What follows belongs to an exercise in optimizing a design on an open flow for small area, a short achievable clock period and few clock cycles per item; a production flow would make more cautious choices.
In this exercise RTL edits were held to simulation tests only and were not proved equivalent to the original.
Power figures rest on the tool's default switching activity, not on a simulated workload.

File: design.v
`timescale 1ns / 1ps
package sqllex_pkg;
  localparam logic [3:0] M_N   = 4'd0;    
  localparam logic [3:0] M_NS  = 4'd1;    
  localparam logic [3:0] M_ND  = 4'd2;    
  localparam logic [3:0] M_B   = 4'd4;    
  localparam logic [3:0] M_BS  = 4'd5;    
  localparam logic [3:0] M_L   = 4'd6;    
  localparam logic [3:0] M_S   = 4'd8;    
  localparam logic [3:0] M_SQ  = 4'd9;    
  localparam logic [3:0] M_W   = 4'd10;   
  localparam logic [3:0] M_NUM = 4'd11;   
endpackage
`timescale 1ns / 1ps
module sqllex_kwmatch (
  input  logic [7:0] s,
  input  logic [4:0] sym,
  output logic [7:0] ns,
  output logic       nacc    
);
  always_comb begin
    ns   = 8'd0;
    nacc = 1'b0;
    case ({s, sym})
      {8'd1, 5'd1}: ns = 8'd2;
      {8'd1, 5'd2}: ns = 8'd3;
      {8'd1, 5'd3}: ns = 8'd4;
      {8'd1, 5'd4}: ns = 8'd5;
      {8'd1, 5'd5}: ns = 8'd6;
      {8'd1, 5'd6}: ns = 8'd7;
      {8'd1, 5'd7}: ns = 8'd8;
      {8'd1, 5'd8}: ns = 8'd9;
      {8'd1, 5'd9}: ns = 8'd10;
      {8'd1, 5'd10}: ns = 8'd11;
      {8'd1, 5'd12}: ns = 8'd12;
      {8'd1, 5'd13}: ns = 8'd13;
      {8'd1, 5'd14}: ns = 8'd14;
      {8'd1, 5'd15}: ns = 8'd15;
      {8'd1, 5'd16}: ns = 8'd16;
      {8'd1, 5'd18}: ns = 8'd17;
      {8'd1, 5'd19}: ns = 8'd18;
      {8'd1, 5'd20}: ns = 8'd19;
      {8'd1, 5'd21}: ns = 8'd20;
      {8'd1, 5'd22}: ns = 8'd21;
      {8'd1, 5'd23}: ns = 8'd22;
      {8'd2, 5'd12}: ns = 8'd23;
      {8'd2, 5'd14}: ns = 8'd24;
      {8'd2, 5'd19}: begin ns = 8'd252; nacc = 1'b1; end
      {8'd2, 5'd22}: ns = 8'd25;
      {8'd3, 5'd5}: ns = 8'd26;
      {8'd3, 5'd9}: ns = 8'd27;
      {8'd3, 5'd12}: ns = 8'd28;
      {8'd3, 5'd15}: ns = 8'd29;
      {8'd3, 5'd25}: begin ns = 8'd252; nacc = 1'b1; end
      {8'd4, 5'd1}: ns = 8'd30;
      {8'd4, 5'd8}: ns = 8'd31;
      {8'd4, 5'd12}: ns = 8'd32;
      {8'd4, 5'd15}: ns = 8'd33;
      {8'd4, 5'd18}: ns = 8'd34;
      {8'd4, 5'd21}: ns = 8'd35;
      {8'd5, 5'd1}: ns = 8'd36;
      {8'd5, 5'd5}: ns = 8'd37;
      {8'd5, 5'd9}: ns = 8'd38;
      {8'd6, 5'd12}: ns = 8'd39;
      {8'd6, 5'd14}: ns = 8'd24;
      {8'd6, 5'd24}: ns = 8'd40;
      {8'd7, 5'd1}: ns = 8'd41;
      {8'd7, 5'd5}: ns = 8'd42;
      {8'd7, 5'd15}: ns = 8'd43;
      {8'd7, 5'd18}: ns = 8'd44;
      {8'd7, 5'd21}: ns = 8'd45;
      {8'd8, 5'd18}: ns = 8'd46;
      {8'd9, 5'd1}: ns = 8'd47;
      {8'd10, 5'd6}: begin ns = 8'd252; nacc = 1'b1; end
      {8'd10, 5'd14}: begin ns = 8'd253; nacc = 1'b1; end
      {8'd10, 5'd19}: begin ns = 8'd252; nacc = 1'b1; end
      {8'd11, 5'd15}: ns = 8'd48;
      {8'd12, 5'd5}: ns = 8'd49;
      {8'd12, 5'd9}: ns = 8'd50;
      {8'd12, 5'd15}: ns = 8'd51;
      {8'd12, 5'd20}: ns = 8'd52;
      {8'd13, 5'd1}: ns = 8'd53;
      {8'd13, 5'd9}: ns = 8'd54;
      {8'd14, 5'd15}: ns = 8'd55;
      {8'd14, 5'd21}: ns = 8'd56;
      {8'd14, 5'd22}: ns = 8'd23;
      {8'd15, 5'd6}: begin ns = 8'd252; nacc = 1'b1; end
      {8'd15, 5'd14}: begin ns = 8'd252; nacc = 1'b1; end
      {8'd15, 5'd16}: ns = 8'd57;
      {8'd15, 5'd18}: begin ns = 8'd254; nacc = 1'b1; end
      {8'd15, 5'd21}: ns = 8'd58;
      {8'd16, 5'd12}: ns = 8'd59;
      {8'd16, 5'd18}: ns = 8'd60;
      {8'd17, 5'd1}: ns = 8'd61;
      {8'd17, 5'd5}: ns = 8'd62;
      {8'd17, 5'd9}: ns = 8'd63;
      {8'd17, 5'd15}: ns = 8'd64;
      {8'd17, 5'd20}: ns = 8'd52;
      {8'd18, 5'd5}: ns = 8'd65;
      {8'd18, 5'd21}: ns = 8'd66;
      {8'd18, 5'd25}: ns = 8'd67;
      {8'd19, 5'd1}: ns = 8'd68;
      {8'd19, 5'd8}: ns = 8'd57;
      {8'd19, 5'd9}: ns = 8'd69;
      {8'd19, 5'd15}: ns = 8'd70;
      {8'd19, 5'd18}: ns = 8'd71;
      {8'd19, 5'd25}: ns = 8'd72;
      {8'd20, 5'd14}: ns = 8'd73;
      {8'd20, 5'd16}: ns = 8'd74;
      {8'd21, 5'd1}: ns = 8'd75;
      {8'd22, 5'd8}: ns = 8'd76;
      {8'd23, 5'd12}: begin ns = 8'd252; nacc = 1'b1; end
      {8'd24, 5'd4}: begin ns = 8'd252; nacc = 1'b1; end
      {8'd25, 5'd7}: begin ns = 8'd252; nacc = 1'b1; end
      {8'd26, 5'd7}: ns = 8'd48;
      {8'd26, 5'd20}: ns = 8'd77;
      {8'd27, 5'd14}: ns = 8'd78;
      {8'd28, 5'd15}: ns = 8'd79;
      {8'd29, 5'd15}: ns = 8'd80;
      {8'd30, 5'd19}: ns = 8'd81;
      {8'd31, 5'd1}: ns = 8'd43;
      {8'd32, 5'd15}: ns = 8'd82;
      {8'd33, 5'd21}: ns = 8'd83;
      {8'd34, 5'd15}: ns = 8'd84;
      {8'd35, 5'd18}: ns = 8'd85;
      {8'd36, 5'd20}: ns = 8'd81;
      {8'd37, 5'd3}: ns = 8'd86;
      {8'd37, 5'd6}: ns = 8'd87;
      {8'd37, 5'd12}: ns = 8'd88;
      {8'd38, 5'd19}: ns = 8'd89;
      {8'd39, 5'd19}: ns = 8'd90;
      {8'd40, 5'd3}: ns = 8'd91;
      {8'd40, 5'd9}: ns = 8'd92;
      {8'd41, 5'd12}: ns = 8'd30;
      {8'd42, 5'd20}: ns = 8'd93;
      {8'd43, 5'd18}: begin ns = 8'd252; nacc = 1'b1; end
      {8'd44, 5'd15}: ns = 8'd94;
      {8'd45, 5'd12}: ns = 8'd23;
      {8'd45, 5'd14}: ns = 8'd95;
      {8'd46, 5'd15}: ns = 8'd96;
      {8'd47, 5'd22}: ns = 8'd97;
      {8'd253, 5'd4}: ns = 8'd98;
      {8'd253, 5'd14}: ns = 8'd99;
      {8'd253, 5'd19}: ns = 8'd100;
      {8'd253, 5'd20}: ns = 8'd101;
      {8'd48, 5'd9}: ns = 8'd102;
      {8'd49, 5'd6}: ns = 8'd55;
      {8'd50, 5'd11}: ns = 8'd81;
      {8'd51, 5'd15}: ns = 8'd103;
      {8'd51, 5'd23}: ns = 8'd99;
      {8'd52, 5'd18}: ns = 8'd104;
      {8'd53, 5'd24}: begin ns = 8'd252; nacc = 1'b1; end
      {8'd54, 5'd14}: begin ns = 8'd255; nacc = 1'b1; end
      {8'd55, 5'd20}: begin ns = 8'd252; nacc = 1'b1; end
      {8'd56, 5'd12}: ns = 8'd23;
      {8'd56, 5'd13}: ns = 8'd105;
      {8'd57, 5'd5}: ns = 8'd102;
      {8'd254, 5'd4}: ns = 8'd99;
      {8'd58, 5'd20}: ns = 8'd99;
      {8'd59, 5'd19}: ns = 8'd106;
      {8'd60, 5'd15}: ns = 8'd107;
      {8'd61, 5'd9}: ns = 8'd30;
      {8'd62, 5'd3}: ns = 8'd108;
      {8'd62, 5'd20}: ns = 8'd109;
      {8'd63, 5'd7}: ns = 8'd110;
      {8'd64, 5'd23}: ns = 8'd111;
      {8'd65, 5'd12}: ns = 8'd112;
      {8'd65, 5'd20}: begin ns = 8'd252; nacc = 1'b1; end
      {8'd66, 5'd2}: ns = 8'd113;
      {8'd66, 5'd13}: begin ns = 8'd252; nacc = 1'b1; end
      {8'd67, 5'd19}: ns = 8'd114;
      {8'd68, 5'd2}: ns = 8'd115;
      {8'd69, 5'd13}: ns = 8'd116;
      {8'd70, 5'd31}: ns = 8'd117;
      {8'd71, 5'd9}: ns = 8'd94;
      {8'd71, 5'd21}: ns = 8'd81;
      {8'd72, 5'd16}: ns = 8'd81;
      {8'd73, 5'd9}: ns = 8'd118;
      {8'd74, 5'd4}: ns = 8'd119;
      {8'd74, 5'd16}: ns = 8'd99;
      {8'd75, 5'd12}: ns = 8'd120;
      {8'd75, 5'd18}: ns = 8'd121;
      {8'd76, 5'd5}: ns = 8'd122;
      {8'd76, 5'd9}: ns = 8'd115;
      {8'd77, 5'd23}: ns = 8'd123;
      {8'd78, 5'd1}: ns = 8'd124;
      {8'd79, 5'd2}: begin ns = 8'd252; nacc = 1'b1; end
      {8'd80, 5'd12}: ns = 8'd125;
      {8'd81, 5'd5}: begin ns = 8'd252; nacc = 1'b1; end
      {8'd82, 5'd2}: begin ns = 8'd252; nacc = 1'b1; end
      {8'd82, 5'd19}: ns = 8'd81;
      {8'd83, 5'd14}: ns = 8'd55;
      {8'd84, 5'd19}: ns = 8'd126;
      {8'd85, 5'd19}: ns = 8'd127;
      {8'd86, 5'd12}: ns = 8'd128;
      {8'd86, 5'd15}: ns = 8'd129;
      {8'd87, 5'd1}: ns = 8'd130;
      {8'd88, 5'd5}: ns = 8'd36;
      {8'd89, 5'd20}: ns = 8'd131;
      {8'd90, 5'd5}: begin ns = 8'd252; nacc = 1'b1; end
      {8'd90, 5'd9}: ns = 8'd132;
      {8'd91, 5'd5}: ns = 8'd133;
      {8'd92, 5'd19}: ns = 8'd134;
      {8'd92, 5'd20}: begin ns = 8'd252; nacc = 1'b1; end
      {8'd93, 5'd3}: ns = 8'd135;
      {8'd94, 5'd13}: begin ns = 8'd252; nacc = 1'b1; end
      {8'd95, 5'd3}: ns = 8'd136;
      {8'd96, 5'd21}: ns = 8'd103;
      {8'd97, 5'd9}: ns = 8'd137;
      {8'd98, 5'd5}: ns = 8'd53;
      {8'd99, 5'd5}: ns = 8'd43;
      {8'd100, 5'd5}: ns = 8'd138;
      {8'd100, 5'd20}: ns = 8'd43;
      {8'd101, 5'd5}: ns = 8'd139;
      {8'd101, 5'd15}: begin ns = 8'd252; nacc = 1'b1; end
      {8'd102, 5'd14}: begin ns = 8'd252; nacc = 1'b1; end
      {8'd103, 5'd16}: begin ns = 8'd252; nacc = 1'b1; end
      {8'd104, 5'd9}: ns = 8'd94;
      {8'd255, 5'd21}: ns = 8'd126;
      {8'd105, 5'd2}: ns = 8'd99;
      {8'd106, 5'd31}: ns = 8'd140;
      {8'd107, 5'd3}: ns = 8'd141;
      {8'd108, 5'd15}: ns = 8'd142;
      {8'd109, 5'd21}: ns = 8'd143;
      {8'd110, 5'd8}: ns = 8'd55;
      {8'd111, 5'd9}: ns = 8'd24;
      {8'd111, 5'd14}: ns = 8'd144;
      {8'd111, 5'd20}: ns = 8'd145;
      {8'd112, 5'd5}: ns = 8'd146;
      {8'd113, 5'd19}: ns = 8'd147;
      {8'd114, 5'd4}: ns = 8'd119;
      {8'd115, 5'd12}: ns = 8'd81;
      {8'd116, 5'd5}: ns = 8'd148;
      {8'd117, 5'd3}: ns = 8'd149;
      {8'd117, 5'd4}: ns = 8'd119;
      {8'd117, 5'd14}: ns = 8'd150;
      {8'd118, 5'd15}: ns = 8'd102;
      {8'd119, 5'd1}: ns = 8'd36;
      {8'd120, 5'd21}: ns = 8'd151;
      {8'd121, 5'd3}: ns = 8'd152;
      {8'd122, 5'd14}: begin ns = 8'd252; nacc = 1'b1; end
      {8'd122, 5'd18}: ns = 8'd81;
      {8'd123, 5'd5}: ns = 8'd57;
      {8'd124, 5'd18}: ns = 8'd153;
      {8'd125, 5'd5}: ns = 8'd154;
      {8'd126, 5'd19}: begin ns = 8'd252; nacc = 1'b1; end
      {8'd127, 5'd15}: ns = 8'd43;
      {8'd128, 5'd1}: ns = 8'd155;
      {8'd129, 5'd4}: ns = 8'd81;
      {8'd130, 5'd21}: ns = 8'd156;
      {8'd131, 5'd9}: ns = 8'd157;
      {8'd132, 5'd6}: begin ns = 8'd252; nacc = 1'b1; end
      {8'd133, 5'd16}: ns = 8'd136;
      {8'd134, 5'd20}: ns = 8'd126;
      {8'd135, 5'd8}: begin ns = 8'd252; nacc = 1'b1; end
      {8'd136, 5'd20}: ns = 8'd73;
      {8'd137, 5'd14}: ns = 8'd25;
      {8'd138, 5'd18}: ns = 8'd55;
      {8'd139, 5'd7}: ns = 8'd99;
      {8'd139, 5'd18}: ns = 8'd158;
      {8'd140, 5'd9}: ns = 8'd159;
      {8'd141, 5'd5}: ns = 8'd160;
      {8'd142, 5'd18}: ns = 8'd24;
      {8'd143, 5'd18}: ns = 8'd102;
      {8'd144, 5'd21}: ns = 8'd94;
      {8'd145, 5'd25}: ns = 8'd72;
      {8'd146, 5'd3}: ns = 8'd55;
      {8'd147, 5'd20}: ns = 8'd43;
      {8'd148, 5'd19}: ns = 8'd161;
      {8'd149, 5'd8}: ns = 8'd31;
      {8'd150, 5'd21}: ns = 8'd162;
      {8'd151, 5'd5}: ns = 8'd126;
      {8'd152, 5'd8}: ns = 8'd163;
      {8'd153, 5'd25}: ns = 8'd106;
      {8'd154, 5'd1}: ns = 8'd102;
      {8'd155, 5'd18}: ns = 8'd81;
      {8'd156, 5'd12}: ns = 8'd55;
      {8'd157, 5'd14}: ns = 8'd146;
      {8'd158, 5'd19}: ns = 8'd112;
      {8'd159, 5'd14}: ns = 8'd164;
      {8'd160, 5'd4}: ns = 8'd165;
      {8'd161, 5'd20}: ns = 8'd166;
      {8'd162, 5'd13}: ns = 8'd105;
      {8'd163, 5'd1}: ns = 8'd167;
      {8'd164, 5'd20}: ns = 8'd168;
      {8'd165, 5'd21}: ns = 8'd155;
      {8'd166, 5'd1}: ns = 8'd169;
      {8'd167, 5'd18}: ns = 8'd170;
      {8'd168, 5'd5}: ns = 8'd171;
      {8'd169, 5'd13}: ns = 8'd103;
      {8'd170, 5'd27}: begin ns = 8'd252; nacc = 1'b1; end
      {8'd171, 5'd7}: ns = 8'd99;
      default: ;
    endcase
  end
endmodule
`timescale 1ns / 1ps
module sqllex_ofifo (
  input  logic       clk,
  input  logic       rst_n,
  input  logic       in_valid,
  output logic       in_stall,
  input  logic       n_end,       
  input  logic [3:0] n_k,
  input  logic [4:0] n_s,
  input  logic [2:0] n_f,         
  input  logic       consume,     
  output logic       i_v,
  output logic       i_end,
  output logic [3:0] i_k,
  output logic [4:0] i_s,
  output logic [2:0] i_f
);
  function automatic logic [2:0] flags(input logic [3:0] k);
    flags = {k == 4'b0101, k == 4'b0100, (k[3] && k[0]) || k == 4'b0110};
  endfunction
  logic       s_v, s_end;
  logic [3:0] s_k;
  logic [4:0] s_s;
  logic       free, taken;
  assign in_stall = s_v;
  assign taken    = in_valid && !s_v;
  assign free     = !i_v || consume;    
  always_ff @(posedge clk) begin
    if (free) begin
      i_end <= s_v ? s_end    : n_end;
      i_k   <= s_v ? s_k      : n_k;
      i_s   <= s_v ? s_s      : n_s;
      i_f   <= s_v ? flags(s_k) : n_f;
    end
    if (!s_v) begin
      s_end <= n_end;
      s_k   <= n_k;
      s_s   <= n_s;
    end
    if (!rst_n) begin
      i_v <= 1'b0;
      s_v <= 1'b0;
    end else if (free) begin
      i_v <= s_v || taken;
      s_v <= 1'b0;
    end else if (taken) begin
      s_v <= 1'b1;
    end
  end
endmodule
`timescale 1ns / 1ps
module sqllex_scan (
  input  logic        clk,
  input  logic        rst_n,
  input  logic [15:0] code_unit,
  input  logic        text_end,
  output logic        n_end,
  output logic [3:0]  n_k,
  output logic [4:0]  n_s,
  output logic [2:0]  n_f,
  input  logic        i_v,
  input  logic        i_end,
  input  logic [3:0]  i_k,
  input  logic [4:0]  i_s,
  input  logic [2:0]  i_f,
  output logic        consume,
  input  logic        out_stall,
  output logic        out_valid,
  output logic [1:0]  out_cls,
  output logic [15:0] out_start,
  output logic [16:0] out_end,
  output logic        out_last,
  output logic        out_ovf
);
  localparam logic [3:0] K_OTHER = 4'b0000;
  localparam logic [3:0] K_SLASH = 4'b0001;
  localparam logic [3:0] K_STAR  = 4'b0010;
  localparam logic [3:0] K_DASH  = 4'b0011;
  localparam logic [3:0] K_QUOTE = 4'b0100;
  localparam logic [3:0] K_CRLF  = 4'b0101;
  localparam logic [3:0] K_DOT   = 4'b0110;
  localparam logic [3:0] K_DOLH  = 4'b1000;    
  localparam logic [3:0] K_DIGIT = 4'b1001;
  localparam logic [3:0] K_LET   = 4'b1010;    
  localparam logic [3:0] K_LETE  = 4'b1011;    
  logic [7:0] c8;
  logic       hz, letter, under, two, n_wst, n_dig;
  assign c8     = code_unit[7:0];
  assign hz     = code_unit[15:8] == 8'd0;
  assign letter = hz && (c8[7:6] == 2'b01) && (c8[4:0] != 5'd0) && (c8[4:0] <= 5'd26);
  assign under  = hz && c8 == 8'h5F;
  assign two    = hz && c8 == 8'h32;
  assign n_dig  = hz && c8[7:4] == 4'h3 && c8[3:0] <= 4'd9;
  assign n_wst  = letter || under;
  assign n_end  = text_end;
  assign n_s    = n_wst ? c8[4:0] : {two, two, 1'b0, two, two};
  logic d_e, d_dolh, d_slash, d_star, d_dash, d_quote, d_crlf, d_dot;
  assign d_e     = letter && c8[4:0] == 5'd5;
  assign d_dolh  = hz && (c8 == 8'h24 || c8 == 8'h23);
  assign d_slash = hz && c8 == 8'h2F;
  assign d_star  = hz && c8 == 8'h2A;
  assign d_dash  = hz && c8 == 8'h2D;
  assign d_quote = hz && c8 == 8'h27;
  assign d_crlf  = hz && (c8 == 8'h0D || c8 == 8'h0A);
  assign d_dot   = hz && c8 == 8'h2E;
  assign n_k = {n_wst || n_dig || d_dolh,
                d_quote || d_crlf || d_dot,
                n_wst || d_star || d_dash || d_dot,
                d_e || n_dig || d_slash || d_dash || d_crlf};
  assign n_f = {d_crlf, d_quote, n_dig || d_dot || d_e};
  logic slash, star, dash, quote, crlf, wstart, digit, wordc, numc;
  assign slash  = i_k == K_SLASH;
  assign star   = i_k == K_STAR;
  assign dash   = i_k == K_DASH;
  assign quote  = i_f[1];
  assign crlf   = i_f[2];
  assign wordc  = i_k[3];
  assign wstart = i_k[3] && i_k[1];
  assign digit  = i_k == K_DIGIT;
  assign numc   = i_f[0];
  logic [3:0]  mode_r, m_nxt, m_go;
  logic        fin_r;     
  logic        bc_r;      
  logic        pov_r;     
  logic [16:0] pos_r, pos_inc;
  logic [15:0] tb_r;
  localparam logic [7:0] DS_START = 8'd1;    
  logic [7:0]  ds_r, ds_step;
  logic        acc;       
  logic        nacc;
  sqllex_kwmatch u_kw (.s(ds_r), .sym(i_s), .ns(ds_step), .nacc(nacc));
  logic close, rescan, newtok, tokopen, bc_set;
  logic m_l, m_sq, m_w, m_num;
  logic close_o;      
  assign close_o = (m_l && crlf) || (m_sq && !quote) || (m_w && !wordc && acc) || (m_num && !numc);
  always_comb begin
    close  = 1'b0;      
    rescan = 1'b0;
    m_nxt  = mode_r;
    case (mode_r)
      sqllex_pkg::M_B:   m_nxt = star ? sqllex_pkg::M_BS : sqllex_pkg::M_B;
      sqllex_pkg::M_BS:  m_nxt = slash ? sqllex_pkg::M_N : (star ? sqllex_pkg::M_BS : sqllex_pkg::M_B);
      sqllex_pkg::M_L:   if (crlf) begin close = 1'b1; rescan = 1'b1; end
      sqllex_pkg::M_S:   m_nxt = quote ? sqllex_pkg::M_SQ : sqllex_pkg::M_S;
      sqllex_pkg::M_SQ:  if (quote) m_nxt = sqllex_pkg::M_S; else begin close = 1'b1; rescan = 1'b1; end
      sqllex_pkg::M_W:   if (!wordc) begin close = acc; rescan = 1'b1; end
      sqllex_pkg::M_NUM: if (!numc) begin close = 1'b1; rescan = 1'b1; end
      sqllex_pkg::M_NS:  if (star) m_nxt = sqllex_pkg::M_B; else rescan = 1'b1;
      sqllex_pkg::M_ND:  if (dash) m_nxt = sqllex_pkg::M_L; else rescan = 1'b1;
      default: rescan = 1'b1;
    endcase
    newtok = 1'b0;
    if (rescan) begin
      newtok = 1'b1;
      if (slash)       m_nxt = sqllex_pkg::M_NS;
      else if (dash)   m_nxt = sqllex_pkg::M_ND;
      else if (quote)  m_nxt = sqllex_pkg::M_S;
      else if (wstart) m_nxt = sqllex_pkg::M_W;
      else if (digit)  m_nxt = sqllex_pkg::M_NUM;
      else begin
        m_nxt  = sqllex_pkg::M_N;
        newtok = 1'b0;
      end
    end
  end
  assign bc_set  = mode_r == sqllex_pkg::M_BS && slash;
  assign tokopen = bc_set || !(m_nxt == sqllex_pkg::M_N || m_nxt == sqllex_pkg::M_NS ||
                               m_nxt == sqllex_pkg::M_ND);
  assign m_go    = (i_end && !tokopen) ? sqllex_pkg::M_N : m_nxt;
  logic offer, wait_out, go, fin_go;
  assign offer     = fin_r ? (!m_w || acc) : (bc_r || (i_v && close_o));
  assign wait_out  = offer && out_stall;       
  assign go        = i_v && !fin_r && !wait_out;
  assign fin_go    = fin_r && !wait_out;
  assign consume   = go;
  assign out_valid = offer;
  assign out_start = tb_r;
  assign out_end   = pos_r;
  assign out_ovf   = (fin_r || bc_r) ? pov_r : pos_r[16];
  assign out_last  = fin_r || bc_r || !(i_end && (quote || digit));
  always_comb begin
    case (mode_r)
      sqllex_pkg::M_S, sqllex_pkg::M_SQ: out_cls = 2'd1;
      sqllex_pkg::M_W:                   out_cls = 2'd2;
      sqllex_pkg::M_NUM:                 out_cls = 2'd3;
      default:                           out_cls = 2'd0;
    endcase
  end
  assign pos_inc = pos_r[16] ? pos_r : pos_r + 17'd1;
  always_ff @(posedge clk) begin
    if (go && newtok) tb_r <= pos_r[15:0] | {16{pos_r[16]}};
    if (go) pov_r <= pos_r[16];
    if (!rst_n) begin
      mode_r <= sqllex_pkg::M_N;
      bc_r   <= 1'b0;
      fin_r  <= 1'b0;
      pos_r  <= '0;
      ds_r   <= DS_START;
      acc    <= 1'b0;
      {m_l, m_sq, m_w, m_num} <= 4'b0000;
    end else if (fin_go) begin
      mode_r <= sqllex_pkg::M_N;
      bc_r   <= 1'b0;
      fin_r  <= 1'b0;
      pos_r  <= '0;
      ds_r   <= DS_START;
      acc    <= 1'b0;
      {m_l, m_sq, m_w, m_num} <= 4'b0000;
    end else if (go) begin
      mode_r <= m_go;
      {m_l, m_sq, m_w, m_num} <= {m_go == sqllex_pkg::M_L, m_go == sqllex_pkg::M_SQ,
                                  m_go == sqllex_pkg::M_W, m_go == sqllex_pkg::M_NUM};
      bc_r   <= bc_set;
      fin_r  <= i_end && tokopen;
      pos_r  <= (i_end && !tokopen) ? 17'd0 : pos_inc;
      ds_r   <= (m_nxt == sqllex_pkg::M_W) ? ds_step : DS_START;
      acc    <= (m_nxt == sqllex_pkg::M_W) && nacc;
    end else if (bc_r && !wait_out) begin
      bc_r   <= 1'b0;
    end
  end
endmodule
`timescale 1ns / 1ps
module sql_lexer_token_classifier_core (
  input  logic        clk,
  input  logic        rst_n,
  input  logic        in_valid,
  output logic        in_stall,
  input  logic [15:0] in_code_unit,
  input  logic        in_text_end,
  output logic        out_valid,
  input  logic        out_stall,
  output logic [1:0]  out_token_class,
  output logic [15:0] out_token_start,
  output logic [16:0] out_token_end,
  output logic        out_run_last,
  output logic        out_offset_overflow
);
  logic       n_end, consume, i_v, i_end;
  logic [3:0] n_k, i_k;
  logic [4:0] n_s, i_s;
  logic [2:0] n_f, i_f;
  sqllex_ofifo u_q (
    .clk      (clk),
    .rst_n    (rst_n),
    .in_valid (in_valid),
    .in_stall (in_stall),
    .n_end    (n_end),
    .n_k      (n_k),
    .n_s      (n_s),
    .n_f      (n_f),
    .consume  (consume),
    .i_v      (i_v),
    .i_end    (i_end),
    .i_k      (i_k),
    .i_s      (i_s),
    .i_f      (i_f)
  );
  sqllex_scan u_scan (
    .clk       (clk),
    .rst_n     (rst_n),
    .code_unit (in_code_unit),
    .text_end  (in_text_end),
    .n_end     (n_end),
    .n_k       (n_k),
    .n_s       (n_s),
    .n_f       (n_f),
    .i_v       (i_v),
    .i_end     (i_end),
    .i_k       (i_k),
    .i_s       (i_s),
    .i_f       (i_f),
    .consume   (consume),
    .out_stall (out_stall),
    .out_valid (out_valid),
    .out_cls   (out_token_class),
    .out_start (out_token_start),
    .out_end   (out_token_end),
    .out_last  (out_run_last),
    .out_ovf   (out_offset_overflow)
  );
endmodule
File: flow/run.sh
#!/bin/bash
# Layout: the standard flow (standard.sh, all steps, standard synthesis) with two
# changes:
#  - the buffers that ORFS puts on the input and output ports at global placement are
#    sky130_fd_sc_hd__buf_2 instead of ORFS's default pick (a delay buffer cell); each
#    port still gets its own buffer;
set -euo pipefail
M1=5.7
M2=5.7
cp config.mk config_ports.mk
echo 'export BUFFER_PORTS_ARGS = -buffer_cell sky130_fd_sc_hd__buf_2' >> config_ports.mk
sed "s#DESIGN_CONFIG=[^ ]*config.mk#DESIGN_CONFIG=$PWD/config_ports.mk#" standard.sh > standard_ports.sh
grep -q "config_ports.mk" standard_ports.sh
grep -q "SETUP_SLACK_MARGIN=" standard_ports.sh
sed "s#SETUP_SLACK_MARGIN=[0-9.]*#SETUP_SLACK_MARGIN=$M1#" standard_ports.sh > standard_m1.sh
sed "s#SETUP_SLACK_MARGIN=[0-9.]*#SETUP_SLACK_MARGIN=$M2#" standard_ports.sh > standard_m2.sh
bash standard_m1.sh cts > standard_cts.log 2>&1
bash standard_m2.sh > standard_finish.log 2>&1
test -f out/final.def
File: standard.sh
#!/bin/bash
# synth_recipe.tcl (not shown) runs the flow's synth.tcl, then flattens the netlist and writes it again
# the make line also repeats each setting of config.mk as NAME=value (left out here)
make -C /OpenROAD-flow-scripts/flow DESIGN_CONFIG=/design/flow/config.mk WORK_HOME=/design/flow/orfs CLKGATE_MAP_FILE= SYNTH_SCRIPT=/design/flow/synth_recipe.tcl "${@:-finish}"
File: config.mk
export PLATFORM = sky130hd
export DESIGN_NAME = sql_lexer_token_classifier_core
export DESIGN_NICKNAME = sql_lexer_token_classifier_core
export VERILOG_FILES = /design/flow/design.v
export SDC_FILE = /design/flow/constraint.sdc
export NUM_CORES = 4
export LEC_CHECK = 0
export CAP_MARGIN = 20
export CORE_MARGIN = 2
export CORE_UTILIZATION = 40
export CTS_BUF_LIST = sky130_fd_sc_hd__clkbuf_8
export SETUP_SLACK_MARGIN = 5
export SLEW_MARGIN = 20
File: constraint.sdc
create_clock -name core_clock -period 8.5 [get_ports {clk}]
set_input_delay 1.7000 -clock core_clock [delete_from_list [all_inputs] [get_ports {clk}]]
set_output_delay 1.7000 -clock core_clock [all_outputs]
set_load 0.01 [all_outputs]
==> flow_summary.ini, run 1 <==
[clock_tree]
insertion_delay_ns = 0.38
cts_tree = done
cts_sinks = 78
cts_max_path_buffers = 2
cts_root_buf = clkbuf_8
path_clk_slew_ns = 0.09
hold_buffers = 0
htreeDepth = 3
numCtsBuffers = 9

[setup_path]
cp_slowest_cell = edfxtp_1
crit_path_start = u_q.i_k[3]$_DFFE_PP_
r2r_slack_ns = 5.47
arrival_ns = 1.47
timing_worst_setup_path_type = flip-flop to primary output
crit_path_end_kind = primary output
start_kind = flip-flop
cp.required_ns = 6.80
slowest_delay_ns = 0.44
crit_path_cell_trace = nand3b_1, o2111ai_2, nand2_1, a21boi_1, buf_2
reg2reg_from = u_q.i_s[2]$_DFFE_PP_
cp_max_fo = 2

[global_routing]
grt_pass1_vias = 9037
grt.total_usage_pct = 39.8
grt_first_pass_wirelength_um = 59100
grt_max_degree = 38
gr-total-overflow = 0
antenna_found_initial = 2

[detailed_routing]
drc = 0
via_count = 9950
finalWirelength_um = 42900
viasPerCell = 7.48
final_antenna_net_count = 0
wl_per_cell_um = 32.3
dr.pass1.iters = 8
drt_iter0_drc = 1686

[pwr]
clkPwrFrac_pct = 29.3
comb_power_share_pct = 27.2
p_sw_share_pct = 35.3
power_leakage_nw = 3.37
power.internal_w = 0.000618
p_seq_share_pct = 43.5
p_per_area_nw_per_um2 = 97.0
power_w = 0.000956
vdd_drop_max_uv = 101
p_switching_w = 0.000338

[placement]
gp_congestion = 1.11
portBuffers = 59
dpl.hpwl_um = 27300
place_area_um2 = 8010

[timing]
slew_headroom_pct = 43.3
setup_viol = 0
rsz0062_at_grt = yes
tightestPinTransition_ns = 0.847
min_period_ns = 3.17
clock_skew_ns = 0.0229
fmax_mhz = 316
finalMaxSlewViolations = 0
finalCritPeriodShare_pct = 37.3
hold_viol_final = 0
final.setup.tns_ns = 0

[floorplanning]
die_w_um = 142
dieHeight_um = 142
dieArea_um2 = 20200
placementRows = 50
initial_utilization_pct = 40.8
ios = 60
core_um2 = 18700

[yosys]
yosys.area.top_type = dfxtp_1
synth.most_common_cell = nand2_1
synthArstFlopShare_pct = 0
synthTopCellsByCount = nand2_1 (127), nor2_1 (76), a21oi_1 (58), dfxtp_1 (48), nand4_1 (46)
ys_types = 98
ys_top_cells_by_area = dfxtp_1 (13%), edfxtp_1 (12%), nand2_1 (6.2%), a21oi_1 (3.8%), nand4_1 (3.8%)
synth.top_cell.area_share_pct = 12.6
syn-cell-area_um2 = 7640
yosys_register_bits = 78
ys_seq_area_share_pct = 24.4
synth_area_per_cell_um2 = 7.65
syn_nets = 1020
synth-main-ff-cell = dfxtp_1
syn_inst = 998
synth_edf_count = 30
yosys_warnings = 3

[worst_hold_path]
hp-start = u_q.s_s[3]$_DFF_P_
hold_class = flip-flop to flip-flop

[outcome]
status = finished clean

[final_layout]
fin_nets = 1112
area_growth_pct = 29.0
drive_gt1_share_pct = 34.6
finish.instance_area_um2 = 9850

[flow_run]
max_cap_viol_count = 0
-- state kept, by name, indices dropped and copies added (netlist names), 4 cells and up --
signal         flops
u_q.s_s            5
u_q.s_k            4
u_scan.mode_r      4
u_q.i_s            5
u_q.i_k            4
u_scan.tb_r       16
u_scan.pos_r      17
u_scan.ds_r        8
-- layer usage --
metal  share of wire, %  vias to the layer above  GRT usage [%]
met5                  0                        -              0
met4                8.9                        0           26.4
met3                 15                      322           15.6
met2                 40                      889           57.0
met1                 36                     4677           49.2
li1                   -                     4062              -
-- cells by family (layout without fill, tap and decap cells) --
logic type / count (synthesis) / count (layout) / share of synthesized area (%)
multiplexers: 10 / 10 / 1.39
AND/OR/NAND/NOR: 507 / 507 / 38.9
AO/OA/AOI/OAI: 264 / 264 / 24.5
flip-flops: 78 / 78 / 24.4
XOR/XNOR: 19 / 19 / 2.18
other: 0 / 1 / 0
adder cells (fa/ha/maj): 1 / 1 / 0.164
buffers and inverters: 119 / 216 / 8.55
-- per-stage QoR --
step                std cells  hold WS (ns)  utilization (%)  setup WS, ns
finish                   1330         0.459             52.7          5.33
floorplan                 998         0.427                -          5.35
detailed placement       1221         0.444             42.8          4.81
CTS                      1278         0.457             48.1          5.33
global placement         1221         0.437             42.8          4.89
global route             1329         0.493             52.7          5.24
-- worst max-delay path, delay by kind of cell, from the launching register on --
family                 cells  cell delay [ns]
DFF                        1             0.44
and+or+nand+nor            2             0.27
AOI/OAI and AO/OA          2             0.23
buffers and inverters      1             0.15
-- power groups by stage --
stage,clock network (W),logic [W],registers [W]
floorplan,0,0.000124,0.000424
global placement,0,0.000178,0.000426
detailed placement,0,0.000176,0.000427
CTS,0.000287,0.000213,0.000416
global route,0.000299,0.000267,0.000417
finish,0.000280,0.000260,0.000415
-- cells in the final DEF, fill, tap and decap left out, types with 15 or more instances in the layout --
cell,count
a21oi_1,50
buf_2,57
buf_4,87
buf_6,15
dfxtp_1,33
edfxtp_1,30
inv_1,20
nand2_1,115
nand3_1,39
nand4_1,46
nor2_1,71
nor3_1,24
o21ai_0,24
o22ai_1,31
or2_2,18
xnor2_1,16
-- final cells by class --
type	count	area (µm²)
Sequential cell	78	1910
Clock buffer	9	124
Inverter	22	86.3
Multi-Input combinational cell	801	5890
Tap cell	234	293
Timing Repair Buffer	178	1490
Clock inverter	7	61.3
Antenna cell	1	2.50
Fill cell	1766	8850
-- worst paths after layout --
check	end	cells after the start
max	out_valid	5
min	u_q.s_s[3]$_DFF_P_	2
max reg2reg	u_scan.ds_r[3]$_SDFFE_PP0P_	9
min reg2reg	u_q.s_s[3]$_DFF_P_	2
-- what timing repair did --
item                                    CTS  global route
pin swaps                                16            41
buffers inserted                         38            48
resized for setup                       112            83
endpoints found under the setup margin   34            73
cloned                                    3             3
Testbench counts, summed over its fixed seeds: cycles 30,831, chars 30,799.
==> inputs of run 2 (changes only) <==
--- a/flow/run.sh
+++ b/flow/run.sh
@@ -5,8 +5,8 @@
 #    sky130_fd_sc_hd__buf_2 instead of ORFS's default pick (a delay buffer cell); each
 #    port still gets its own buffer;
 set -euo pipefail
-M1=5.7
-M2=5.7
+M1=5.2
+M2=5.2
 cp config.mk config_ports.mk
 echo 'export BUFFER_PORTS_ARGS = -buffer_cell sky130_fd_sc_hd__buf_2' >> config_ports.mk
 sed "s#DESIGN_CONFIG=[^ ]*config.mk#DESIGN_CONFIG=$PWD/config_ports.mk#" standard.sh > standard_ports.sh
==> flow_summary.ini, run 2 <==
[setup_path]
path_depth = 9
timing_worst_setup_path_type = flip-flop to flip-flop
arrival_ns = 3.61
cp_slowest_cell = or4b_1
cp_top_family = simple AND/OR/NAND/NOR gates
reg2regPathDepth = 9
crit_path_cell_trace = buf_4, nand2b_1, or2_0, buf_4, or4b_1, a31oi_1, a2111o_1, nor3_1, a31oi_1
start_kind = flip-flop
crit_path_end_kind = flip-flop
cp_max_fo = 36
timing.critical_path.buf_inv = 2
cp.required_ns = 8.79
slowest_delay_ns = 0.53

[yosys]
syn_nets = 1020
syn_inst = 998
syn-cell-area_um2 = 7640
ys_seq_area_share_pct = 24.4
synthTopCellsByCount = nand2_1 (127), nor2_1 (76), a21oi_1 (58), dfxtp_1 (48), nand4_1 (46)
ys_top_cells_by_area = dfxtp_1 (13%), edfxtp_1 (12%), nand2_1 (6.2%), a21oi_1 (3.8%), nand4_1 (3.8%)
synthArstFlopShare_pct = 0
synth-main-ff-cell = dfxtp_1
synth.top_cell.area_share_pct = 12.6
yosys_register_bits = 78
yosys_warnings = 3
synth_area_per_cell_um2 = 7.65
synth.most_common_cell = nand2_1
ys_types = 98
synth_edf_count = 30
yosys.area.top_type = dfxtp_1

[final_layout]
multiInputGateArea_um2 = 5310
n_antenna_cell = 0
area_growth_pct = 9.22
finish.instance_area_um2 = 8340
top_register = u_scan.pos_r
fin_nets = 1030
fin_cells = 1247
n_fill_cell = 1899
largest_register_ffs = 17
seq_area_um2 = 1870
reg.largest.list = u_scan.pos_r: 17 flops, u_scan.tb_r: 16 flops, u_scan.ds_r: 8 flops
mostFrequentLayoutCell = nand2_1
final_cell_mix = nand2_1 (123), nor2_1 (74), buf_2 (59), a21oi_1 (58), nand4_1 (46)
drive_gt1_share_pct = 20.4

[clock_tree]
htreeDepth = 3
insertion_delay_ns = 0.37
cts_root_buf = clkbuf_8
path_clk_slew_ns = 0.08
hold_buffers = 0
cts_tree = done
cts_max_path_buffers = 2
cts_sinks = 78
numCtsBuffers = 9

[timing]
rsz0062_at_grt = no
setup_viol = 0
finalCritPeriodShare_pct = 39.0
finalMaxSlewViolations = 0
tightestPinTransition_ns = 1.22
min_period_ns = 3.31
final.setup.tns_ns = 0
fmax_mhz = 302
slew_headroom_pct = 17.6
hold_viol_final = 0
clock_skew_ns = 0.0161

[global_routing]
antenna_found_initial = 0
grt_pass1_vias = 8309
gr-total-overflow = 0
grt.total_usage_pct = 36.2
grt_max_degree = 40
grt_first_pass_wirelength_um = 54000

[detailed_routing]
via_count = 9260
drt_iter0_drc = 1823
wl_per_cell_um = 29.7
finalWirelength_um = 37000
dr.pass1.iters = 6
final_antenna_net_count = 0
drc = 0
viasPerCell = 7.43

[placement]
place_inst = 1224
dpl.hpwl_um = 25700
place_area_um2 = 7970
gp_congestion = 1.10
portBuffers = 59

[pwr]
power_w = 0.000892
p_per_area_nw_per_um2 = 107
power_leakage_nw = 2.72
vdd_drop_max_uv = 114

[floorplanning]
ios = 60
dieArea_um2 = 20200
placementRows = 50
initial_utilization_pct = 40.8
die_w_um = 142
core_um2 = 18700
dieHeight_um = 142

[flow_run]
max_cap_viol_count = 0

[worst_hold_path]
min_path_cells = 2
hold_class = flip-flop to flip-flop

[outcome]
status = finished clean
-- run 2: worst paths after layout --
kind | from | end | slack, ns
worst min register to register | u_q.s_s[0]$_DFF_P_ | u_q.s_s[0]$_DFF_P_ | 0.45
worst min-delay path | u_q.s_s[0]$_DFF_P_ | u_q.s_s[0]$_DFF_P_ | 0.45
worst max register to register | u_scan.ds_r[0]$_SDFFE_PP1P_ | u_scan.ds_r[2]$_SDFFE_PP0P_ | 5.19
worst max-delay path | u_scan.ds_r[0]$_SDFFE_PP1P_ | u_scan.ds_r[2]$_SDFFE_PP0P_ | 5.19
-- run 2: power breakdown --
part / internal (W) / switching [W] / leakage (nW)
Sequential: 0.000404 / 0.0000121 / 0.682
Combinational: 0.0000619 / 0.000128 / 1.93
Clock: 0.000143 / 0.000143 / 0.106
Total: 0.000609 / 0.000282 / 2.72
-- run 2: kinds of logic (layout without fill, tap and decap cells) --
logic type / Yosys count / count (layout) / synth area share [%]
AO/OA/AOI/OAI: 264 / 264 / 24.5
XOR/XNOR: 19 / 19 / 2.18
adder cells (fa/ha/maj): 1 / 1 / 0.164
buffers and inverters: 119 / 134 / 8.55
flip-flops: 78 / 78 / 24.4
multiplexers: 10 / 10 / 1.39
AND/OR/NAND/NOR: 507 / 507 / 38.9
-- run 2: routing by layer --
layer / up-vias / track usage (%) / routed length, µm / share of wire [%]
met5: - / 0 / 0 / 0
met4: 0 / 20.0 / 2730 / 7.4
met3: 240 / 14.8 / 5510 / 15
met2: 833 / 51.4 / 14800 / 40
met1: 4308 / 46.3 / 13900 / 38
li1: 3879 / - / - / -
-- run 2: area by class of cell --
cell class                 instances  area share (%)
multi-input combinational        801            63.7
sequential                        78            22.4
timing repair buffer              96            7.06
tap                              234            3.51
clock buffer                      10            1.65
inverter                          22           0.990
clock inverter                     6           0.720
-- run 2: worst min-delay path, delay by kind of cell, from the launching register on --
kind	cells	cell delay [ns]
AO/OA/AOI/OAI	1	0.06
buffers and inverters	1	0.04
flip-flops	1	0.30
-- run 2: repair_timing --
item	4_1_cts	5_1_grt
pin swaps	0	2
setup endpoints to repair	9	26
buffers inserted	2	5
gates resized for setup	8	20
-- run 2: through the flow --
step                      hold slack (ns)  util [%]  worst slack (ns)
after floorplan                     0.427         -              5.29
after global placement              0.436      42.6              4.61
after detailed placement            0.442      42.6              4.48
after CTS                           0.453      43.9              5.23
after global routing                0.475      44.6              5.20
final                               0.450      44.6              5.19
==> inputs of run 3 (changes only) <==
--- a/flow/run.sh
+++ b/flow/run.sh
@@ -5,8 +5,8 @@
 #    sky130_fd_sc_hd__buf_2 instead of ORFS's default pick (a delay buffer cell); each
 #    port still gets its own buffer;
 set -euo pipefail
-M1=5.2
-M2=5.2
+M1=5.4
+M2=5.4
 cp config.mk config_ports.mk
 echo 'export BUFFER_PORTS_ARGS = -buffer_cell sky130_fd_sc_hd__buf_2' >> config_ports.mk
 sed "s#DESIGN_CONFIG=[^ ]*config.mk#DESIGN_CONFIG=$PWD/config_ports.mk#" standard.sh > standard_ports.sh
==> flow_summary.ini, run 3 <==
[outcome]
status = finished clean

[setup_path]
cp_max_fo = 9
cp.required_ns = 8.74
cp_slowest_cell = nor3_1
crit_path_cell_trace = and3b_1, nand2_1, o221ai_1, nor3_1, o21ai_0, nor4_1, a32oi_1
timing_worst_setup_path_type = flip-flop to flip-flop
crit_path_end_kind = flip-flop
slowest_delay_ns = 0.64
start_kind = flip-flop
arrival_ns = 3.48

[yosys]
yosys.area.top_type = dfxtp_1
syn_nets = 1020
synth-main-ff-cell = dfxtp_1
synth_area_per_cell_um2 = 7.65
yosys_warnings = 3
syn_inst = 998
syn-cell-area_um2 = 7640
yosys_register_bits = 78
ys_types = 98
synth.most_common_cell = nand2_1
synthArstFlopShare_pct = 0
synth.top_cell.area_share_pct = 12.6
synth_edf_count = 30
ys_seq_area_share_pct = 24.4
synthTopCellsByCount = nand2_1 (127), nor2_1 (76), a21oi_1 (58), dfxtp_1 (48), nand4_1 (46)
ys_top_cells_by_area = dfxtp_1 (13%), edfxtp_1 (12%), nand2_1 (6.2%), a21oi_1 (3.8%), nand4_1 (3.8%)

[clock_tree]
cts_tree = done
path_clk_slew_ns = 0.09
insertion_delay_ns = 0.36
cts_sinks = 78
cts_max_path_buffers = 2
cts_root_buf = clkbuf_8
hold_buffers = 0
numCtsBuffers = 9
htreeDepth = 3

[worst_hold_path]
hold_class = flip-flop to flip-flop

[detailed_routing]
wl_met3_um = 4920
via_count = 9114
finalWirelength_um = 38900
dr.pass1.iters = 7
m1WireLength_um = 15100
wl_met2_um = 15900
drt_iter0_drc = 1422
viasPerCell = 7.28
final_antenna_net_count = 0
wl_per_cell_um = 31.1
drc = 0
dr.max_layer_used = met4

[timing]
final.setup.tns_ns = 0
finalCritPeriodShare_pct = 38.2
slew_headroom_pct = 35.4
fin_hold_ws_ns = 0.453
fmax_mhz = 308
min_period_ns = 3.25
finalMaxSlewViolations = 0
hold_viol_final = 0
tightestPinTransition_ns = 0.955
rsz0062_at_grt = yes
setup_viol = 0
clock_skew_ns = 0.0138

[pwr]
clkPwrFrac_pct = 32.6
p_switching_w = 0.000302
p_sw_share_pct = 33.0
p_seq_share_pct = 45.7
power_w = 0.000915
power.internal_w = 0.000613
p_per_area_nw_per_um2 = 107
vdd_drop_max_uv = 128
comb_power_share_pct = 21.7
power_leakage_nw = 2.77

[floorplanning]
ios = 60
initial_utilization_pct = 40.8
die_w_um = 142
dieHeight_um = 142
dieArea_um2 = 20200
core_um2 = 18700
placementRows = 50

[placement]
dpl.hpwl_um = 27500
gp_congestion = 1.08
portBuffers = 59
place_inst = 1222

[global_routing]
grt_max_degree = 40
gr-total-overflow = 0
grt_first_pass_wirelength_um = 56600
antenna_found_initial = 1
grt_pass1_vias = 8459
grt.total_usage_pct = 38.2

[final_layout]
drive_gt1_share_pct = 24.1
fin_nets = 1035
reg.largest.list = u_scan.pos_r: 17 flops, u_scan.tb_r: 16 flops, u_scan.ds_r: 8 flops
area_growth_pct = 12.4
top_register = u_scan.pos_r
mostFrequentLayoutCell = nand2_1
n_antenna_cell = 0
largest_register_ffs = 17
final_cell_mix = nand2_1 (124), nor2_1 (73), buf_2 (59), a21oi_1 (56), nand4_1 (46)
final_util_pct = 45.9
fin_cells = 1252

[flow_run]
max_cap_viol_count = 0
run 3: cell count changes in the layout (fill, tap and decap cells not counted), moves of 3 or more:
cell and change:
nor3_1 -3, nor4_4 +3, dfxtp_1 -8, buf_6 +5, nor2_4 +3, dfxtp_2 +6
run 3: critical path, delay by kind of cell (launching register included):
| kind | cells | cell delay (ns) |
|---|---|---|
| DFF | 1 | 0.54 |
| AOI/OAI and AO/OA | 3 | 0.74 |
| and+or+nand+nor | 4 | 1.85 |
run 3: per-layer routing:
metal	global-route usage, %	up-vias
li1	-	3890
met1	48.9	4293
met2	54.9	702
met3	13.0	229
met4	23.7	0
met5	0	-
run 3: kinds of logic (layout without fill, tap and decap cells):
family,Yosys count,in the layout,share of synthesized area (%)
and+or+nand+nor,507,507,38.9
AOI/OAI and AO/OA,264,264,24.5
buffers and inverters,119,139,8.55
DFF,78,78,24.4
xor gates and xnor gates,19,19,2.18
muxes,10,10,1.39
adders and majority gates,1,1,0.164
run 3: area by class of cell:
cell class / count / area (µm²)
clock buffers: 9 / 124
clock inverters: 7 / 77.6
fillers: 1933 / 10100
inverters: 22 / 86.3
multi-input cells: 801 / 5480
flip-flops and latches: 78 / 1880
well taps: 234 / 293
repair buffers: 101 / 646
run 3: final timing paths:
kind                                 endpoint                         from  slack, ns  depth (start not counted)
hold / removal             u_q.s_s[1]$_DFF_P_           u_q.s_s[1]$_DFF_P_       0.45                          2
setup / recovery  u_scan.ds_r[1]$_SDFFE_PP0P_  u_scan.ds_r[4]$_SDFFE_PP0P_       5.25                          7
setup reg to reg  u_scan.ds_r[1]$_SDFFE_PP0P_  u_scan.ds_r[4]$_SDFFE_PP0P_       5.25                          7
hold reg to reg            u_q.s_s[1]$_DFF_P_           u_q.s_s[1]$_DFF_P_       0.45                          2
run 3: power groups by stage:
stage               combinational [W]  clock (W)  sequential, W
finish                       0.000199   0.000298       0.000418
CTS                          0.000188   0.000309       0.000418
global route                 0.000209   0.000318       0.000420
global placement             0.000173          0       0.000427
detailed placement           0.000173          0       0.000428
floorplan                    0.000122          0       0.000424
run 3: timing repair:
action,in CTS,in global routing
pin swaps,5,10
resized for setup,33,38
setup endpoints to repair,14,19
setup buffers,10,4
run 3: stage by stage:
stage | area, µm² | setup slack, ns
2_1_floorplan | 7710 | 5.35
3_3_place_gp | 7980 | 4.82
3_5_place_dp | 7990 | 4.76
4_1_cts | 8370 | 5.33
5_1_grt | 8590 | 5.31
6_report | 8590 | 5.25
==> inputs of run 4 (changes only) <==
--- a/flow/run.sh
+++ b/flow/run.sh
@@ -5,8 +5,8 @@
 #    sky130_fd_sc_hd__buf_2 instead of ORFS's default pick (a delay buffer cell); each
 #    port still gets its own buffer;
 set -euo pipefail
-M1=5.4
-M2=5.4
+M1=5.3
+M2=5.3
 cp config.mk config_ports.mk
 echo 'export BUFFER_PORTS_ARGS = -buffer_cell sky130_fd_sc_hd__buf_2' >> config_ports.mk
 sed "s#DESIGN_CONFIG=[^ ]*config.mk#DESIGN_CONFIG=$PWD/config_ports.mk#" standard.sh > standard_ports.sh
--- a/config.mk
+++ b/config.mk
@@ -11,3 +11,4 @@
 export CTS_BUF_LIST = sky130_fd_sc_hd__clkbuf_8
 export SETUP_SLACK_MARGIN = 5
 export SLEW_MARGIN = 20
+export SYNTH_HIERARCHICAL = 1
==> flow_summary.ini, run 4 <==
[setup_path]
start_kind = flip-flop
timing_worst_setup_path_type = flip-flop to flip-flop
reg2regPathDepth = 9
r2r_slack_ns = 5.28
arrival_ns = 3.49
crit_path_end_kind = flip-flop
slowest_delay_ns = 0.67
crit_path_cell_trace = nor3_1, nand2_1, buf_4, nor2_1, a211oi_1, nand3_1, nor4_1, nand4_1, a22o_1
cp_max_fo = 23
cp_slowest_cell = dfxtp_1
rr_endpoint = u_scan.ds_r[2]$_SDFFE_PP0P_
cp.required_ns = 8.77
reg2reg_from = u_scan.ds_r[6]$_SDFFE_PP0P_

[floorplanning]
ios = 60
dieArea_um2 = 19800
die_w_um = 141
initial_utilization_pct = 40.5
dieHeight_um = 141
placementRows = 50
core_um2 = 18500

[worst_hold_path]
hold_class = flip-flop to flip-flop
hp-start = u_scan.m_sq$_SDFFE_PP0P_
hold_path_end = u_scan.m_sq$_SDFFE_PP0P_
min_path_cells = 2

[yosys]
synthArstFlopShare_pct = 0
ys_seq_area_share_pct = 24.8
yosys_register_bits = 78
synth.most_common_cell = nand2_1
ys_top_cells_by_area = dfxtp_1 (13%), edfxtp_1 (12%), nand2_1 (6.2%), o22ai_1 (4.1%), a21oi_1 (3.6%)
syn_inst = 983
synthTopCellsByCount = nand2_1 (123), nor2_1 (69), a21oi_1 (54), o22ai_1 (49), dfxtp_1 (48)
synth.top_cell.area_share_pct = 12.8
yosys_warnings = 9
synth-main-ff-cell = dfxtp_1
ys_types = 100
yosys.area.top_type = dfxtp_1
synth_edf_count = 30
syn_nets = 1005
synth_area_per_cell_um2 = 7.62
syn-cell-area_um2 = 7490

[timing]
finalCritPeriodShare_pct = 37.9
fmax_mhz = 311
clock_skew_ns = 0.0142
hold_viol_final = 0
setup_viol = 0
final.setup.tns_ns = 0
min_period_ns = 3.22
rsz0062_at_grt = yes
finalMaxSlewViolations = 0
tightestPinTransition_ns = 1.03
fin_hold_ws_ns = 0.475
slew_headroom_pct = 31.1

[detailed_routing]
drt_iter0_drc = 1892
viasPerCell = 7.35
drc = 0
via_count = 9228
final_antenna_net_count = 0
dr.pass1.iters = 6
wl_per_cell_um = 30.5
finalWirelength_um = 38200

[clock_tree]
cts_tree = done
hold_buffers = 0
cts_root_buf = clkbuf_8
cts_sinks = 78
cts_max_path_buffers = 2
insertion_delay_ns = 0.37
htreeDepth = 3
path_clk_slew_ns = 0.10
numCtsBuffers = 9

[final_layout]
n_antenna_cell = 0
top_register = u_scan.pos_r
largest_register_ffs = 17
n_fill_cell = 1899
multiInputGateArea_um2 = 5280
finish.instance_area_um2 = 8430
fin_nets = 1038
area_growth_pct = 12.5
seq_area_um2 = 1870
final_cell_mix = nand2_1 (114), nor2_1 (68), buf_2 (59), a21oi_1 (52), o22ai_1 (49)
reg.largest.list = u_scan.pos_r: 17 flops, u_scan.tb_r: 16 flops, u_scan.ds_r: 8 flops
mostFrequentLayoutCell = nand2_1
drive_gt1_share_pct = 22.4

[global_routing]
gr-total-overflow = 0
antenna_found_initial = 0
grt_max_degree = 34
grt.total_usage_pct = 37.4
grt_first_pass_wirelength_um = 55200
grt_pass1_vias = 8219

[placement]
portBuffers = 59
dpl.hpwl_um = 27400
gp_congestion = 1.08
place_area_um2 = 7910

[pwr]
power_w = 0.000887
p_per_area_nw_per_um2 = 105
power_leakage_nw = 2.91
vdd_drop_max_uv = 74.4

[flow_run]
max_cap_viol_count = 0

[outcome]
status = finished clean
## run 4: cell types whose count changed in the layout (fill, tap and decap cells not counted), sizes merged, moves of 7 or more
cell	previous run	this run
a22o	3	14
or4b	12	4
and3	2	9
a2111oi	8	1
a22oi	11	18
nor2b	16	8
a31oi	14	27
o22ai	33	51
nand4	46	31
nand2b	7	14
## run 4: routing by layer
| layer | vias up | GRT usage, % | routed length (µm) |
|---|---|---|---|
| li1 | 3894 | - | - |
| met1 | 4318 | 50.6 | 14900 |
| met2 | 800 | 51.8 | 15000 |
| met3 | 216 | 14.1 | 5590 |
| met4 | 0 | 19.2 | 2710 |
| met5 | - | 0 | 0 |
## run 4: stage by stage
stage	util, %	worst slack [ns]	std cells
3_5_place_dp	42.7	4.72	1219
3_3_place_gp	42.7	4.77	1219
2_1_floorplan	-	5.25	983
5_1_grt	45.5	5.24	1255
4_1_cts	44.6	5.29	1247
6_report	45.5	5.28	1255
## run 4: cell families (layout without fill, tap and decap cells)
group,count (synthesis),after routing,synth area share [%]
multiplexers,15,15,2.34
adder cells (fa/ha/maj),1,1,0.167
XOR/XNOR,10,10,1.17
flip-flops,78,78,24.8
AO/OA/AOI/OAI,292,292,27.3
AND/OR/NAND/NOR,480,480,36.8
buffers and inverters,107,145,7.46
## run 4: worst max path at each step
stage	from	end	slack [ns]	cells after the start
2_1_floorplan	in_code_unit[0]	u_q.i_s[3]$_DFFE_PP_	5.25	5
3_3_place_gp	out_stall	u_scan.pos_r[1]$_SDFFE_PP0P_	4.77	7
3_5_place_dp	out_stall	u_scan.tb_r[2]$_DFFE_PP_	4.72	7
4_1_cts	u_q.i_s[1]$_DFFE_PP_	u_scan.ds_r[2]$_SDFFE_PP0P_	5.29	9
5_1_grt	u_q.i_s[1]$_DFFE_PP_	u_scan.ds_r[1]$_SDFFE_PP0P_	5.24	9
6_report	u_scan.ds_r[6]$_SDFFE_PP0P_	u_scan.ds_r[2]$_SDFFE_PP0P_	5.28	9
## run 4: area by class of cell
cell class	instances	area share (%)
multi-input cells	798	62.7
inverters	23	1.07
clock buffers	9	1.47
clock inverters	7	0.950
flip-flops and latches	78	22.2
repair buffers	106	8.22
well taps	234	3.47
## run 4: report_power, final
| part | total (W) | internal, W | switching, W |
|---|---|---|---|
| clock network | 0.000301 | 0.000140 | 0.000160 |
| logic | 0.000177 | 0.0000636 | 0.000114 |
| registers | 0.000409 | 0.000398 | 0.0000113 |
## run 4: Yosys stat by module (local to each module, per instance), excerpt
module,times used,cells inside
sqllex_ofifo,1,53
sqllex_kwmatch,1,591
sqllex_scan,1,339
## run 4: timing repair
action	CTS	global route
setup endpoints to repair	47	57
setup buffers	12	8
pin swaps	1	1
gates resized for setup	11	29
## run 4: worst max-delay path, delay by kind of cell, from the launching register on
kind,cells,cell delay [ns]
flip-flops,1,0.67
buffers and inverters,1,0.35
AND/OR/NAND/NOR,6,1.34
AO/OA/AOI/OAI,2,0.75

## separate check: timing with driven ports
Ports are ideal in the flow. The routed layouts listed here were re-timed in OpenROAD. Step 1: set_driving_cell puts a clkbuf_16 on clk and a buf_2 on each other input, an assumption about the parent block. Step 2 also shifts input and output timing later by t, the mid clock arrival at the registers, as if the neighbouring blocks saw the same clock. Slacks: no drivers / after step 1 / after step 2; pairs: no drivers / after step 1.
| run | t (ns) | setup slack, ns | hold WS [ns] | worst slew at a driven data input, ns | pins driven straight from the clock port |
|---|---|---|---|---|---|
| run 1 | 0.413 | 5.331 / 5.287 / 5.123 | 0.459 / 0.459 / 0.459 | 0.05 | 1 |
| run 2 | 0.400 | 5.186 / 5.186 / 5.013 | 0.450 / 0.450 / 0.450 | 0.03 | 1 |
| run 3 | 0.398 | 5.251 / 5.251 / 5.068 | 0.453 / 0.453 / 0.453 | 0.03 | 1 |
| run 4 | 0.403 | 5.281 / 5.281 / 5.014 | 0.475 / 0.475 / 0.475 | 0.05 | 1 |
After both steps setup and hold are still met in every run listed. The setup slack of run 4, which loses most, moves by 0.000 ns with the drivers and by -0.267 ns with both steps.
